Background: an optimization exercise with open tools, aiming at small area. Do not read the settings as production practice.
At most, simulation tests tie the RTL to the original design; equivalence was not proved.
The RTL of run 3 was laid out without a check of its function.
Power and IR drop assume default switching activity.

File: run.sh
#!/bin/bash
# synth_recipe.tcl (not shown) runs the flow's synth.tcl, then flattens the netlist and writes it again
# the make line also repeats each setting of config.mk as NAME=value (left out here)
make -C /OpenROAD-flow-scripts/flow DESIGN_CONFIG=/design/flow/config.mk WORK_HOME=/design/flow/orfs CLKGATE_MAP_FILE= SYNTH_SCRIPT=/design/flow/synth_recipe.tcl finish
File: constraint.sdc
create_clock -name core_clock -period 5.0 [get_ports {clk}]
set_input_delay 1.0000 -clock core_clock [delete_from_list [all_inputs] [get_ports {clk}]]
set_output_delay 1.0000 -clock core_clock [all_outputs]
set_load 0.01 [all_outputs]
File: design.v
module pipe_decode #(
  parameter int  WIDTH = 32,
  parameter int  NREG  = 32,
  parameter int  IMM_W = 16,
  localparam int AW    = $clog2(NREG)
) (
  input  logic             clk,
  input  logic             rst,
  input  logic             in_valid,
  output logic             in_ready,
  input  logic [31:0]      instr,
  input  logic             regDst,
  input  logic             regWrite,
  input  logic             memRead,
  input  logic             memToReg,
  input  logic             wb_en,
  input  logic [AW-1:0]    wb_addr,
  input  logic [WIDTH-1:0] wb_data,
  output logic             out_valid,
  input  logic             out_ready,
  output logic [WIDTH-1:0] out_rs_data,
  output logic [WIDTH-1:0] out_rt_data,
  output logic [WIDTH-1:0] out_imm,
  output logic [AW-1:0]    out_dest,
  output logic             out_regWrite,
  output logic             out_memRead,
  output logic             out_memToReg,
  output logic             stall
);
  logic [WIDTH-1:0] regs [NREG];
  logic [NREG-1:0]  rvalid;
  logic [NREG-1:0]  we, rs_sel, rt_sel;
  logic [AW-1:0]    rs, rt, rd, dest;
  logic [WIDTH-1:0] rs_data, rt_data;
  logic [IMM_W-1:0] imm_q;
  logic             hz, load;
  assign rs   = instr[21 +: AW];
  assign rt   = instr[16 +: AW];
  assign rd   = instr[11 +: AW];
  assign dest = regDst ? rd : rt;
  always_comb begin
    for (int i = 0; i < NREG; i++)
      we[i] = wb_en && (wb_addr == AW'(i)) && (i != 0);
  end
  always_ff @(posedge clk or negedge rst) begin
    if (!rst) rvalid <= '0;
    else      rvalid <= rvalid | we;
  end
  always_ff @(posedge clk) begin
    for (int i = 1; i < NREG; i++)
      if (we[i]) regs[i] <= wb_data;
  end
  always_comb begin
    rs_sel[0] = 1'b0;
    rt_sel[0] = 1'b0;
    for (int i = 1; i < NREG; i++) begin
      rs_sel[i] = (rs == AW'(i)) && rvalid[i];
      rt_sel[i] = (rt == AW'(i)) && rvalid[i];
    end
  end
  localparam int NT = (NREG - 1) / 3;
  logic [WIDTH-1:0] rs_part [NT+1];
  logic [WIDTH-1:0] rt_part [NT+1];
  for (genvar g = 0; g < NT; g++) begin : g_rd
    for (genvar b = 0; b < WIDTH; b++) begin : g_bit
      pd_aoi222 u_rs (.a0(rs_sel[3*g+1]), .b0(regs[3*g+1][b]),
                      .a1(rs_sel[3*g+2]), .b1(regs[3*g+2][b]),
                      .a2(rs_sel[3*g+3]), .b2(regs[3*g+3][b]),
                      .y(rs_part[g][b]));
      pd_aoi222 u_rt (.a0(rt_sel[3*g+1]), .b0(regs[3*g+1][b]),
                      .a1(rt_sel[3*g+2]), .b1(regs[3*g+2][b]),
                      .a2(rt_sel[3*g+3]), .b2(regs[3*g+3][b]),
                      .y(rt_part[g][b]));
    end
  end
  assign rs_part[NT] = ~(regs[NREG-1] & {WIDTH{rs_sel[NREG-1]}});
  assign rt_part[NT] = ~(regs[NREG-1] & {WIDTH{rt_sel[NREG-1]}});
  always_comb begin
    rs_data = '0;
    rt_data = '0;
    for (int g = 0; g <= NT; g++) begin
      rs_data = rs_data | ~rs_part[g];
      rt_data = rt_data | ~rt_part[g];
    end
  end
  assign hz       = in_valid & out_valid & out_memRead & (out_dest != '0) &
                    ((out_dest == rs) | (out_dest == rt));
  assign stall    = hz;
  assign in_ready = (~out_valid | out_ready) & ~hz;
  assign load     = (~out_valid | out_ready) & ~hz;
  always_ff @(posedge clk or negedge rst) begin
    if (!rst)                        out_valid <= 1'b0;
    else if (in_valid && in_ready)   out_valid <= 1'b1;
    else if (out_valid && out_ready) out_valid <= 1'b0;
  end
  always_ff @(posedge clk) begin
    if (load) begin
      out_rs_data  <= rs_data;
      out_rt_data  <= rt_data;
      imm_q        <= instr[IMM_W-1:0];
      out_dest     <= dest;
      out_regWrite <= regWrite;
      out_memRead  <= memRead;
      out_memToReg <= memToReg;
    end
  end
  assign out_imm = {{(WIDTH-IMM_W){imm_q[IMM_W-1]}}, imm_q};
endmodule
module pd_aoi222 (
  input  logic a0, b0, a1, b1, a2, b2,
  output logic y
);
  assign y = ~((a0 & b0) | (a1 & b1) | (a2 & b2));
endmodule
File: config.mk
export PLATFORM = sky130hd
export DESIGN_NAME = pipe_decode
export DESIGN_NICKNAME = pipe_decode
export VERILOG_FILES = /design/flow/design.v
export SDC_FILE = /design/flow/constraint.sdc
export NUM_CORES = 4
export LEC_CHECK = 0
export CAP_MARGIN = 20
export CORE_MARGIN = 2
export CORE_UTILIZATION = 40
export SLEW_MARGIN = 20
export SYNTH_HIERARCHICAL = 1
==> impl_metrics.json, run 1 <==
{
  "grt_max_degree": 47,
  "regToRegSetupSlack_ns": 1.89,
  "cpMostUsedCell": "clkdlybuf4s50_1",
  "htreeDepth": 3,
  "status": "timing/DRC/antenna clean",
  "final_cell_mix": "1080 x edfxtp_1, 640 x a222oi_1, 170 x clkdlybuf4s50_1",
  "io_buffers": 178,
  "hold_ws_ns": 0.4836,
  "gp_congestion": 0.8759,
  "layout_min_cycle_time_ns": 4.114,
  "coreArea_um2": 106800,
  "fin_worst_skew_ns": 0.04376,
  "power_w": 0.02039,
  "cts_buffers": 112,
  "synth_nets": 2316,
  "yosysWarnings": 13,
  "grt_pass1_wl_um": 226300,
  "timing.rr.end": "out_rt_data[22]$_DFFE_PP_",
  "seqPwrFrac_pct": 52.4,
  "num_rows": 120,
  "netlist_instances": 2238,
  "ctsResizeCount": 0,
  "path_class": "in2out",
  "clkTransAtPathRegs_ns": 0.06,
  "ctsHoldBuffers": 0,
  "drt_iter0_drc": 8713,
  "grt_use_total_pct": 29.07,
  "rr_startpoint": "out_dest[3]$_DFFE_PP_",
  "grt_antenna_before_repair": 8,
  "clockPowerShare_pct": 41.2,
  "swShare_pct": 22.10,
  "overflow": 0,
  "final_antenna_net_count": 0,
  "p_sw_w": 0.004507,
  "fin_crit_sh_pct": 82.29,
  "rsz0062_at_grt": "false",
  "cts_buffer_depth": 3,
  "crit_end": "stall",
  "die_y_um": 331.4,
  "layout-drive-gt1-share_pct": 14.29,
  "min_from": "rvalid[24]$_DFF_PN0_",
  "relSlewSlack_pct": 14.82,
  "internal-power_w": 0.01589,
  "dp_slack_ns": 0.5757,
  "leakage_nw": 16.58,
  "start_util_pct": 40.17,
  "area_growth_pct": 19.55,
  "timing.setup.tns_ns": 0,
  "cp_cell_sequence": "clkdlybuf4s50_1 -> buf_4 -> xnor2_1 -> nand3_1 -> o22ai_1 -> and3_1 -> clkdlybuf4s50_1",
  "ys_types": 30,
  "vdd_drop_max_mv": 0.3416,
  "slowest_stage": "clkdlybuf4s50_1",
  "r2r.worst_path.cells": 6,
  "wl_per_cell_um": 40.39,
  "yosysSeqAreaShare_pct": 77.49,
  "powerDensity_nw_per_um2": 397.7,
  "cts.sinks": 1112,
  "crit_path_end_kind": "output port",
  "post_synth.cell_area_avg_um2": 19.16,
  "fin_util_pct": 48.03,
  "ios": 185,
  "drc_errors": 0,
  "hp-class": "reg2reg",
  "maxSlewViolCount": 0,
  "cts_tree": "yes",
  "startpoint_type": "input pin",
  "vias": 31068,
  "ys_seq_elements": 1112,
  "clk_latency_ns": 0.70,
  "die_w_um": 331.4,
  "grt_pass1_vias": 30506,
  "hold_viol_final": 0,
  "nFillCells": 8742,
  "max_clock_freq_ghz": 0.2430,
  "setup_viol": 0,
  "layout_commonest_cell": "edfxtp_1",
  "startpoint": "instr[20]",
  "drt-total-wl_um": 165800,
  "cts_setup_buffers": 0,
  "cts_root_buf": "clkbuf_16",
  "firstDrtPassIters": 13,
  "slowest_delay_ns": 0.62,
  "cp_max_fo": 5,
  "arrival_ns": 3.11,
  "finalNetCount": 2687,
  "drv_cap": 0,
  "vias_per_cell": 7.566,
  "tightest_slew_ns": 1.278,
  "netlist_area_um2": 42890,
  "ys_async_sr_fraction_pct": 2.878,
  "dp_hpwl_um": 94270,
  "synth_edf_count": 1080,
  "fin_ws_ns": 0.8856,
  "p_comb_share_pct": 6.4,
  "synth-main-ff-cell": "edfxtp_1",
  "crit_required_ns": 4.00,
  "die_area_um2": 109900
}
-- logic make-up (layout without fill, tap and decap cells) --
logic type	Yosys count	in the layout	share of synthesized area (%)
muxes	5	5	0.1313
and+or+nand+nor	373	373	4.860
xor gates and xnor gates	10	10	0.2042
buffers and inverters	31	494	0.6593
DFF	1112	1112	77.49
AOI/OAI and AO/OA	707	707	16.66
other	0	2	0
-- modules after synthesis (local to each module, per instance) --
module,copies in the design,cells,area (µm²),flip-flops and latches
pipe_decode,1,1598,36480,1112
pd_aoi222,640,1,10.01,0
-- area by class of cell --
class | instances | area (µm²) | area share (%)
Multi-Input combinational cell | 1095 | 9661 | 18.84
Clock inverter | 65 | 673.1 | 1.313
Antenna cell | 2 | 5.005 | 0.009761
Clock buffer | 141 | 3017 | 5.883
Timing Repair Buffer | 288 | 2930 | 5.715
Sequential cell | 1112 | 33230 | 64.81
Tap cell | 1403 | 1755 | 3.424
-- synthesized netlist by cell type, types with 4 or more instances --
library cell / instances / area [µm²]
mux2_2: 5 / 56.30
dfrtp_1: 32 / 800.8
and2_1: 6 / 37.54
or2_2: 32 / 200.2
and3_1: 58 / 362.9
xnor2_1: 10 / 87.58
nand2_1: 72 / 270.3
nor2_1: 39 / 146.4
nand4_1: 129 / 807.0
nor2b_1: 10 / 62.56
buf_6: 5 / 56.30
a222oi_1: 640 / 6406
a2111o_1: 64 / 720.7
nand3_1: 6 / 30.03
buf_4: 16 / 120.1
buf_8: 6 / 90.09
and3_4: 4 / 45.04
edfxtp_1: 1080 / 32430
-- per-layer routing --
layer,global-route usage (%),routed length (µm),vias to the layer above
met4,14.69,9579,4
li1,-,-,11797
met3,9.448,28720,586
met2,42.63,70010,3217
met5,0,24,-
met1,38.83,57490,15464
-- power by group through the flow --
stage	combinational (W)	sequential, W	clock (W)
6_report	0.00130	0.0107	0.00840
5_1_grt	0.00134	0.0107	0.00880
4_1_cts	0.00127	0.0107	0.00846
3_5_place_dp	0.00127	0.0109	0
3_3_place_gp	0.00125	0.0109	0
2_1_floorplan	0.000438	0.0109	0
-- sequential cells by signal (all words and copies together) (netlist names) --
signal and cells:
regs 992, imm_q 16, out_rs_data 32, out_rt_data 32
out_regWrite 1, out_dest 5, out_valid 1, out_memRead 1
out_memToReg 1, rvalid 31
-- per-stage QoR --
stage / instance area (µm²) / instances
after floorplan: 42900 / 2238
after global placement: 47610 / 3898
after detailed placement: 47610 / 3898
after CTS: 51300 / 4104
after global routing: 51270 / 4104
final: 51270 / 4106
-- how the worst min path moves through the flow --
| stage | cells after the start | slack, ns | end |
|---|---|---|---|
| detailed placement | 1 | 0.46 | rvalid[24]$_DFF_PN0_ |
| CTS | 1 | 0.48 | rvalid[19]$_DFF_PN0_ |
| floorplan | 1 | 0.45 | rvalid[25]$_DFF_PN0_ |
| global route | 1 | 0.50 | rvalid[22]$_DFF_PN0_ |
| global placement | 1 | 0.46 | rvalid[23]$_DFF_PN0_ |
| finish | 1 | 0.48 | rvalid[24]$_DFF_PN0_ |
-- critical path, delay by kind of cell --
kind	cells	cell delay [ns]
buf+inv	3	1.34
xor+xnor	1	0.11
compound gates	1	0.35
simple gates	2	0.32
==> run 2, diff against run 1 <==
==> flow/run.sh (new file) <==
#!/bin/bash
# Layout flow: the standard flow (standard.sh: standard synthesis,
# floorplan, power grid, tap cells, placement, CTS, routing), with two
# changes to how cells are chosen:
#  * the port buffers are sky130_fd_sc_hd__buf_1 (the standard flow picks a
#    larger delay buffer), still one buffer on every input and output;
#  * clock tree synthesis uses small clock buffers and inserts no dummy
#    loads.
# The full make output goes to flow_make.log in this folder; ORFS's own
# per-step logs stay under orfs/logs.
set -euo pipefail
bash standard.sh \
  "BUFFER_PORTS_ARGS=-buffer_cell sky130_fd_sc_hd__buf_1" \
  "CTS_ARGS=-sink_clustering_enable -repair_clock_nets -dont_use_dummy_load -buf_list {sky130_fd_sc_hd__clkbuf_2 sky130_fd_sc_hd__clkbuf_4 sky130_fd_sc_hd__clkbuf_8}" \
  finish > flow_make.log 2>&1
==> standard.sh (new file) <==
#!/bin/bash
# synth_recipe.tcl (not shown) runs the flow's synth.tcl, then flattens the netlist and writes it again
# the make line also repeats each setting of config.mk as NAME=value (left out here)
make -C /OpenROAD-flow-scripts/flow DESIGN_CONFIG=/design/flow/config.mk WORK_HOME=/design/flow/orfs CLKGATE_MAP_FILE= SYNTH_SCRIPT=/design/flow/synth_recipe.tcl "${@:-finish}"
--- a/config.mk
+++ b/config.mk
@@ -5,8 +5,10 @@
 export SDC_FILE = /design/flow/constraint.sdc
 export NUM_CORES = 4
 export LEC_CHECK = 0
-export CAP_MARGIN = 20
+export CAP_MARGIN = 5
 export CORE_MARGIN = 2
 export CORE_UTILIZATION = 40
-export SLEW_MARGIN = 20
+export GPL_TIMING_DRIVEN = 0
+export PLACE_DENSITY = 0.5
+export SLEW_MARGIN = 5
 export SYNTH_HIERARCHICAL = 1
removed: run.sh
==> run 2 against run 1 <==
  * Global-route usage rose by 1.6 points
  * Largest power group unchanged
  * Clock-buffer cell count rose by 44
  * Final area fell by 1.7%
  * Final cell count barely moved
  * Critical path depth fell by 1
  * Register-to-register slack improved by 0.25 ns
==> impl_metrics.json, run 2 <==
{
  "path_class": "reg2out",
  "max_clock_freq_ghz": 0.2341,
  "clockPowerShare_pct": 35.4,
  "die_y_um": 331.4,
  "yosysSeqAreaShare_pct": 77.49,
  "netlist_area_um2": 42890,
  "cts_setup_buffers": 0,
  "hp-class": "in2async",
  "start_util_pct": 40.17,
  "vdd_drop_max_mv": 0.2164,
  "grt_pass1_vias": 30651,
  "internal-power_w": 0.01416,
  "drc_errors": 0,
  "synth_common_cells": "1080 x edfxtp_1, 640 x a222oi_1, 129 x nand4_1",
  "synth_nets": 2316,
  "cts_buffer_depth": 3,
  "setup_viol": 0,
  "nFillCells": 8945,
  "wl_per_cell_um": 42.37,
  "cts_tree": "yes",
  "p_comb_share_pct": 6.5,
  "final_cell_mix": "1080 x edfxtp_1, 640 x a222oi_1, 185 x clkbuf_8",
  "synth.area.mux_share_pct": 0.1313,
  "die_area_um2": 109900,
  "fin_util_pct": 47.20,
  "gp_congestion": 0.7990,
  "yosysWarnings": 13,
  "synth-simple-area-share_pct": 4.860,
  "top_register": "regs",
  "arrival_ns": 3.27,
  "clk_latency_ns": 0.87,
  "p_sw_w": 0.004228,
  "layout_commonest_cell": "edfxtp_1",
  "grt_pass1_wl_um": 234500,
  "synth-main-ff-cell": "edfxtp_1",
  "die_w_um": 331.4,
  "seqPwrFrac_pct": 58.2,
  "maxSlewViolCount": 0,
  "ys_types": 30,
  "final_antenna_net_count": 0,
  "fin_crit_sh_pct": 85.42,
  "startpoint_type": "register",
  "dp_slack_ns": 0.9960,
  "layout_min_cycle_time_ns": 4.271,
  "synth_top_cell_by_area": "edfxtp_1",
  "ys_async_sr_fraction_pct": 2.878,
  "htreeDepth": 4,
  "grt_max_degree": 33,
  "num_rows": 120,
  "layout-drive-gt1-share_pct": 17.02,
  "ctsHoldBuffers": 0,
  "leakage_nw": 16.04,
  "hold_ws_ns": 0.2637,
  "tightest_slew_ns": 1.357,
  "fin_worst_skew_ns": 0.07171,
  "firstDrtPassIters": 14,
  "ys_seq_elements": 1112,
  "vias_per_cell": 7.593,
  "crit_required_ns": 4.00,
  "fin_ws_ns": 0.7290,
  "synth-compound-area-share_pct": 16.66,
  "yosys.area_share.xor_xnor_pct": 0.2042,
  "ys_top_cells_by_area": "edfxtp_1 76%, a222oi_1 15%, nand4_1 1.9%",
  "drt_iter0_drc": 7596,
  "synth_top_family_by_area": "compound AO/OA/AOI/OAI gates",
  "vias": 31206,
  "drt-total-wl_um": 174100,
  "grt_antenna_before_repair": 11,
  "synthAdderAreaFrac_pct": 0,
  "post_synth.cell_area_avg_um2": 19.16,
  "synth.top_cell.area_share_pct": 75.62,
  "relSlewSlack_pct": 9.563,
  "ctsResizeCount": 0,
  "regToRegSetupSlack_ns": 2.14,
  "crit_path_end_kind": "output port",
  "status": "timing/DRC/antenna clean",
  "power_w": 0.01839,
  "largest_register_ffs": 992,
  "finalNetCount": 2782,
  "overflow": 0,
  "swShare_pct": 22.99,
  "coreArea_um2": 106800,
  "cts_buffers": 185,
  "clkTransAtPathRegs_ns": 0.06,
  "cts.sinks": 1112,
  "biggestRegsByFlops": "regs: 992 flops, out_rs_data: 32 flops, out_rt_data: 32 flops",
  "rsz0062_at_grt": "false",
  "netlist_instances": 2238,
  "cts_root_buf": "clkbuf_8",
  "cp_max_fo": 24,
  "powerDensity_nw_per_um2": 365.0,
  "area_growth_pct": 17.50,
  "dp_hpwl_um": 109200,
  "drv_cap": 0,
  "synth_most_common_cell": "edfxtp_1",
  "synth_edf_count": 1080,
  "ios": 185,
  "io_buffers": 174,
  "grt_use_total_pct": 30.69,
  "hold_viol_final": 0
}
## run 2: power by group through the flow
stage / clock network, W / logic, W / registers (W)
finish: 0.00650 / 0.00119 / 0.0107
CTS: 0.00659 / 0.00116 / 0.0107
global route: 0.00697 / 0.00123 / 0.0107
global placement: 0 / 0.00107 / 0.0109
floorplan: 0 / 0.000438 / 0.0109
detailed placement: 0 / 0.00115 / 0.0109
## run 2: cell families after synthesis
group / Yosys count
flops: 1112
compound gates: 707
simple gates: 373
buf+inv: 31
xor+xnor: 10
mux: 5
## run 2: worst max-delay path: stages, from the launching register on
cell	delay, ns
edfxtp_1	0.45
or4_1	0.54
nor2_1	0.15
nor2_1	0.10
a31oi_4	0.72
buf_12	0.28
buf_1	0.17
## run 2: per-module statistics from Yosys, one instance, submodules excluded
module / flops+latches / cells
pipe_decode: 1112 / 1598
pd_aoi222: 0 / 1
## run 2: layer usage
layer	track usage [%]	vias to the layer above	wire, µm
met1	42.13	15949	66510
met5	0.9119	-	73
met4	13.13	6	7038
met2	43.81	2913	73620
li1	-	11846	-
met3	11.14	492	26890
## run 2: path summary, 6_finish.rpt
path	from	endpoint	cells after the start
worst min-delay path	rst	out_valid$_DFFE_PN0P_	1
worst max-delay path	out_dest[1]$_DFFE_PP_	in_ready	6
worst max register to register	out_dest[1]$_DFFE_PP_	out_rt_data[28]$_DFFE_PP_	6
worst min register to register	rvalid[7]$_DFF_PN0_	rvalid[7]$_DFF_PN0_	1
min in group core_clock	instr[7]	imm_q[7]$_DFFE_PP_	1
max in group asynchronous	rst	rvalid[20]$_DFF_PN0_	1
## run 2: through the flow
step / TNS (ns) / instance area [µm²] / cells
final: 0 / 50390 / 4110
after global routing: 0 / 50390 / 4108
after CTS: 0 / 50340 / 4103
after detailed placement: 0 / 47800 / 3918
after global placement: -785.44 / 45310 / 3815
after floorplan: 0 / 42900 / 2238
## run 2: cell type report
class	count	area [µm²]	area share, %
plain buffers	31	282.8	0.5612
repair buffers	279	2870	5.696
multi-input cells	1095	9692	19.23
diodes	5	12.51	0.02483
well taps	1403	1755	3.484
flip-flops and latches	1112	33230	65.95
clock buffers	185	2546	5.053
==> run 3, diff against run 2 <==
==> design.v (replaced) <==
module pipe_decode #(
  parameter int  WIDTH = 32,
  parameter int  NREG  = 32,
  parameter int  IMM_W = 16,
  localparam int AW    = $clog2(NREG)
) (
  input  logic             clk,
  input  logic             rst,
  input  logic             in_valid,
  output logic             in_ready,
  input  logic [31:0]      instr,
  input  logic             regDst,
  input  logic             regWrite,
  input  logic             memRead,
  input  logic             memToReg,
  input  logic             wb_en,
  input  logic [AW-1:0]    wb_addr,
  input  logic [WIDTH-1:0] wb_data,
  output logic             out_valid,
  input  logic             out_ready,
  output logic [WIDTH-1:0] out_rs_data,
  output logic [WIDTH-1:0] out_rt_data,
  output logic [WIDTH-1:0] out_imm,
  output logic [AW-1:0]    out_dest,
  output logic             out_regWrite,
  output logic             out_memRead,
  output logic             out_memToReg,
  output logic             stall
);
  logic [WIDTH-1:0] regs [NREG];
  logic [AW-1:0]    rs, rt, rd, dest;
  logic [WIDTH-1:0] rs_data, rt_data, imm;
  logic             hz, accept;
  logic             unused_instr;
  assign rs   = instr[21 +: AW];
  assign rt   = instr[16 +: AW];
  assign rd   = instr[11 +: AW];
  assign dest = regDst ? rd : rt;
  assign imm  = {{(WIDTH-IMM_W){instr[IMM_W-1]}}, instr[IMM_W-1:0]};
  assign unused_instr = ^instr;
  always_ff @(posedge clk or negedge rst) begin
    if (!rst) begin
      for (int i = 0; i < NREG; i++) regs[i] <= '0;
    end else if (wb_en && (wb_addr != '0)) begin
      regs[wb_addr] <= wb_data;
    end
  end
  always_comb begin
    rs_data = regs[rs];
    rt_data = regs[rt];
    if (rs == '0) rs_data = '0;
    if (rt == '0) rt_data = '0;
  end
  assign hz       = in_valid & out_valid & out_memRead & (out_dest != '0) &
                    ((out_dest == rs) | (out_dest == rt));
  assign stall    = hz;
  assign in_ready = (~out_valid | out_ready) & ~hz;
  assign accept   = in_valid & in_ready;
  always_ff @(posedge clk or negedge rst) begin
    if (!rst) begin
      out_valid    <= 1'b0;
      out_rs_data  <= '0;
      out_rt_data  <= '0;
      out_imm      <= '0;
      out_dest     <= '0;
      out_regWrite <= 1'b0;
      out_memRead  <= 1'b0;
      out_memToReg <= 1'b0;
    end else if (accept) begin
      out_valid    <= 1'b1;
      out_rs_data  <= rs_data;
      out_rt_data  <= rt_data;
      out_imm      <= imm;
      out_dest     <= dest;
      out_regWrite <= regWrite;
      out_memRead  <= memRead;
      out_memToReg <= memToReg;
    end else if (out_valid && out_ready) begin
      out_valid    <= 1'b0;
    end
  end
endmodule
==> run.sh (new file) <==
#!/bin/bash
# synth_recipe.tcl (not shown) runs the flow's synth.tcl, then flattens the netlist and writes it again
# the make line also repeats each setting of config.mk as NAME=value (left out here)
make -C /OpenROAD-flow-scripts/flow DESIGN_CONFIG=/design/flow/config.mk WORK_HOME=/design/flow/orfs CLKGATE_MAP_FILE= SYNTH_SCRIPT=/design/flow/synth_recipe.tcl finish
==> config.mk (replaced) <==
export PLATFORM = sky130hd
export DESIGN_NAME = pipe_decode
export DESIGN_NICKNAME = pipe_decode
export VERILOG_FILES = /design/flow/design.v
export SDC_FILE = /design/flow/constraint.sdc
export NUM_CORES = 4
export LEC_CHECK = 0
export CAP_MARGIN = 20
export CORE_MARGIN = 2
export CORE_UTILIZATION = 40
export SLEW_MARGIN = 20
removed: flow/run.sh
removed: standard.sh
==> run 3 against run 2 <==
  * Setup slack better by 0.082 ns
  * Area after synthesis is 27% higher
  * Global-route usage is 8.9 points higher
  * Via count is 59% higher
  * Synthesized cell count is 110% higher
  * Final area is 27% higher
  * Fmax is 2.0% higher
  * Largest cell class unchanged
  * Largest power group unchanged
==> impl_metrics.json, run 3 <==
{
  "grt_use_total_pct": 39.59,
  "dp_hpwl_um": 173400,
  "synth_most_common_cell": "dfrtp_1",
  "startpoint_type": "input pin",
  "crit_path_end_kind": "register",
  "ios": 185,
  "ys_async_sr_fraction_pct": 100.0,
  "fin_worst_skew_ns": 0.03628,
  "firstDrtPassIters": 10,
  "coreArea_um2": 135300,
  "gp_congestion": 1.018,
  "relSlewSlack_pct": 9.962,
  "cts.sinks": 1081,
  "yosysSeqAreaShare_pct": 49.72,
  "fin_crit_sh_pct": 83.79,
  "drt-total-wl_um": 283000,
  "maxSlewViolCount": 0,
  "yosysWarnings": 2,
  "clk_latency_ns": 0.75,
  "synth_common_cells": "1081 x dfrtp_1, 1000 x mux2_2, 594 x a22oi_1",
  "clkTransAtPathRegs_ns": 0.06,
  "arrival_ns": 4.78,
  "timing.setup.tns_ns": 0,
  "ctsHoldBuffers": 0,
  "final_antenna_net_count": 0,
  "grt_pass1_wl_um": 386700,
  "leakage_nw": 28.30,
  "hp-class": "in2async",
  "post_synth.cell_area_avg_um2": 11.65,
  "crit_required_ns": 5.59,
  "cts_buffer_depth": 3,
  "p_comb_share_pct": 15.9,
  "synth-main-ff-cell": "dfrtp_1",
  "hold_ws_ns": 0.2738,
  "htreeDepth": 3,
  "startpoint": "instr[24]",
  "fin_cells": 6682,
  "cts_setup_buffers": 0,
  "vdd_drop_max_mv": 0.2995,
  "ys_types": 77,
  "cts_root_buf": "clkbuf_16",
  "grt_pass1_vias": 46820,
  "p_sw_w": 0.007527,
  "max_clock_freq_ghz": 0.2387,
  "wl_per_cell_um": 42.36,
  "start_util_pct": 40.21,
  "rsz0062_at_grt": "false",
  "tightest_slew_ns": 1.348,
  "finalNetCount": 4862,
  "area_growth_pct": 17.24,
  "vias_per_cell": 7.434,
  "netlist_area_um2": 54410,
  "drv_cap": 0,
  "synth_nets": 4750,
  "vias": 49673,
  "layout_commonest_cell": "dfrtp_1",
  "clockPowerShare_pct": 36.4,
  "top_register": "regs",
  "synth_top_cell_by_area": "dfrtp_1",
  "swShare_pct": 29.72,
  "netlist_instances": 4672,
  "overflow": 0,
  "drc_errors": 0,
  "grt_max_degree": 113,
  "setup_viol": 0,
  "status": "timing/DRC/antenna clean",
  "cts_buffers": 116,
  "final_cell_mix": "1081 x dfrtp_1, 1000 x mux2_2, 594 x a22oi_1",
  "placedCellCount": 6444,
  "cts_tree": "yes",
  "drt_iter0_drc": 9977,
  "num_rows": 135,
  "path_class": "in2reg",
  "seqPwrFrac_pct": 47.8,
  "ctsResizeCount": 0,
  "layout-drive-gt1-share_pct": 34.32,
  "ys_top_cells_by_area": "dfrtp_1 50%, mux2_2 21%, a22oi_1 8.2%",
  "die_y_um": 372.8,
  "ys_seq_elements": 1081,
  "largest_register_ffs": 992,
  "die_w_um": 372.8,
  "internal-power_w": 0.01780,
  "rr_startpoint": "regs[22][0]$_DFFE_PN0P_",
  "biggestRegsByFlops": "regs: 992 flops, out_rs_data: 32 flops, out_rt_data: 32 flops",
  "grt_antenna_before_repair": 37,
  "synth_edf_count": 0,
  "die_area_um2": 139000,
  "powerDensity_nw_per_um2": 397.1,
  "cp_max_fo": 13,
  "layout_min_cycle_time_ns": 4.189,
  "io_buffers": 178,
  "hold_viol_final": 0,
  "synth.top_cell.area_share_pct": 49.72
}
[run 3: worst max-delay path: stages]
cell and delay (ns):
clkdlybuf4s50_1 0.47, buf_4 0.22, or2_1 0.57, buf_4 0.24, nor2_4 0.17, a2111oi_0 0.73
nand3_1 0.15, nor4_1 0.87, buf_4 0.23, o31ai_1 0.06
[run 3: per-stage QoR]
| stage | area (µm²) | total power [W] | utilization [%] | setup slack, ns |
|---|---|---|---|---|
| finish | 63790 | 0.02533 | 47.15 | 0.8107 |
| global route | 63730 | 0.02600 | 47.11 | 0.7625 |
| CTS | 63730 | 0.02510 | 47.11 | 0.9031 |
| detailed placement | 59730 | 0.01602 | 44.14 | 0.3468 |
| global placement | 59580 | 0.01587 | 44.04 | 0.3814 |
| floorplan | 54410 | 0.01387 | - | 1.949 |
[run 3: cell type report]
class,instances,area [µm²]
timing repair buffer,495,4787
fill,12206,71510
clock buffer,159,3347
sequential,1081,27050
inverter,11,41.29
antenna,23,57.56
clock inverter,53,658.1
tap,1781,2228
multi-input combinational,3079,25620
[run 3: power by group through the flow]
stage	combinational (W)	sequential, W	clock (W)
floorplan	0.00228	0.0116	0
global placement	0.00381	0.0121	0
detailed placement	0.00391	0.0121	0
CTS	0.00392	0.0120	0.00920
global route	0.00421	0.0122	0.00958
finish	0.00402	0.0121	0.00921
[run 3: final timing paths]
path,endpoint,slack (ns),cells after the start
max in group asynchronous,regs[22][12]$_DFFE_PN0P_,3.29,3
hold / removal,regs[4][29]$_DFFE_PN0P_,0.27,1
hold reg to reg,out_rs_data[23]$_DFFE_PN0P_,0.48,2
setup reg to reg,out_rs_data[0]$_DFFE_PN0P_,2.36,6
setup / recovery,out_rs_data[0]$_DFFE_PN0P_,0.81,10
min in group core_clock,out_rs_data[23]$_DFFE_PN0P_,0.48,2
[run 3: logic make-up after synthesis]
kind of cell	Yosys count	synth area share, %
flops	1081	49.72
simple gates	1040	10.91
mux	1034	21.38
compound gates	995	13.59
buf+inv	512	4.241
xor+xnor	10	0.1610
[run 3: metal layers]
| layer | GRT usage, % | share of wire [%] |
|---|---|---|
| met1 | 49.95 | 36 |
| met4 | 27.06 | 9.2 |
| met5 | 0 | 0.084 |
| met3 | 17.07 | 16 |
| met2 | 54.38 | 39 |

-- port drivers added, routing unchanged --
Ports are ideal in the flow. The routed layouts listed here were re-timed in OpenROAD.
Step 1 assumes that a clkbuf_16 drives the clock port and a buf_2 every other input.
Step 2 also shifts input and output timing later by t, the mid clock arrival at the registers, as if the neighbouring blocks saw the same clock.
Slacks: no drivers / after step 1 / after step 2; pairs: no drivers / after step 1.
run	t, ns	setup slack, ns	hold WS [ns]	latest minus earliest clock arrival (ns)	slew at the worst register clock pin (ns)
run 1	0.753	0.886 / 0.847 / 0.341	0.484 / 0.484 / 0.484	0.048 / 0.048	0.07 / 0.07
run 2	0.893	0.729 / 0.657 / 0.944	0.264 / 0.241 / 0.481	0.089 / 0.089	0.07 / 0.07
run 3	0.814	0.811 / 0.840 / 0.046	0.274 / 0.254 / 0.475	0.051 / 0.051	0.07 / 0.07
After both steps every run listed still meets setup and hold. For run 3, which loses most, drivers alone change the setup slack by +0.029 ns; drivers and shift together by -0.765 ns.
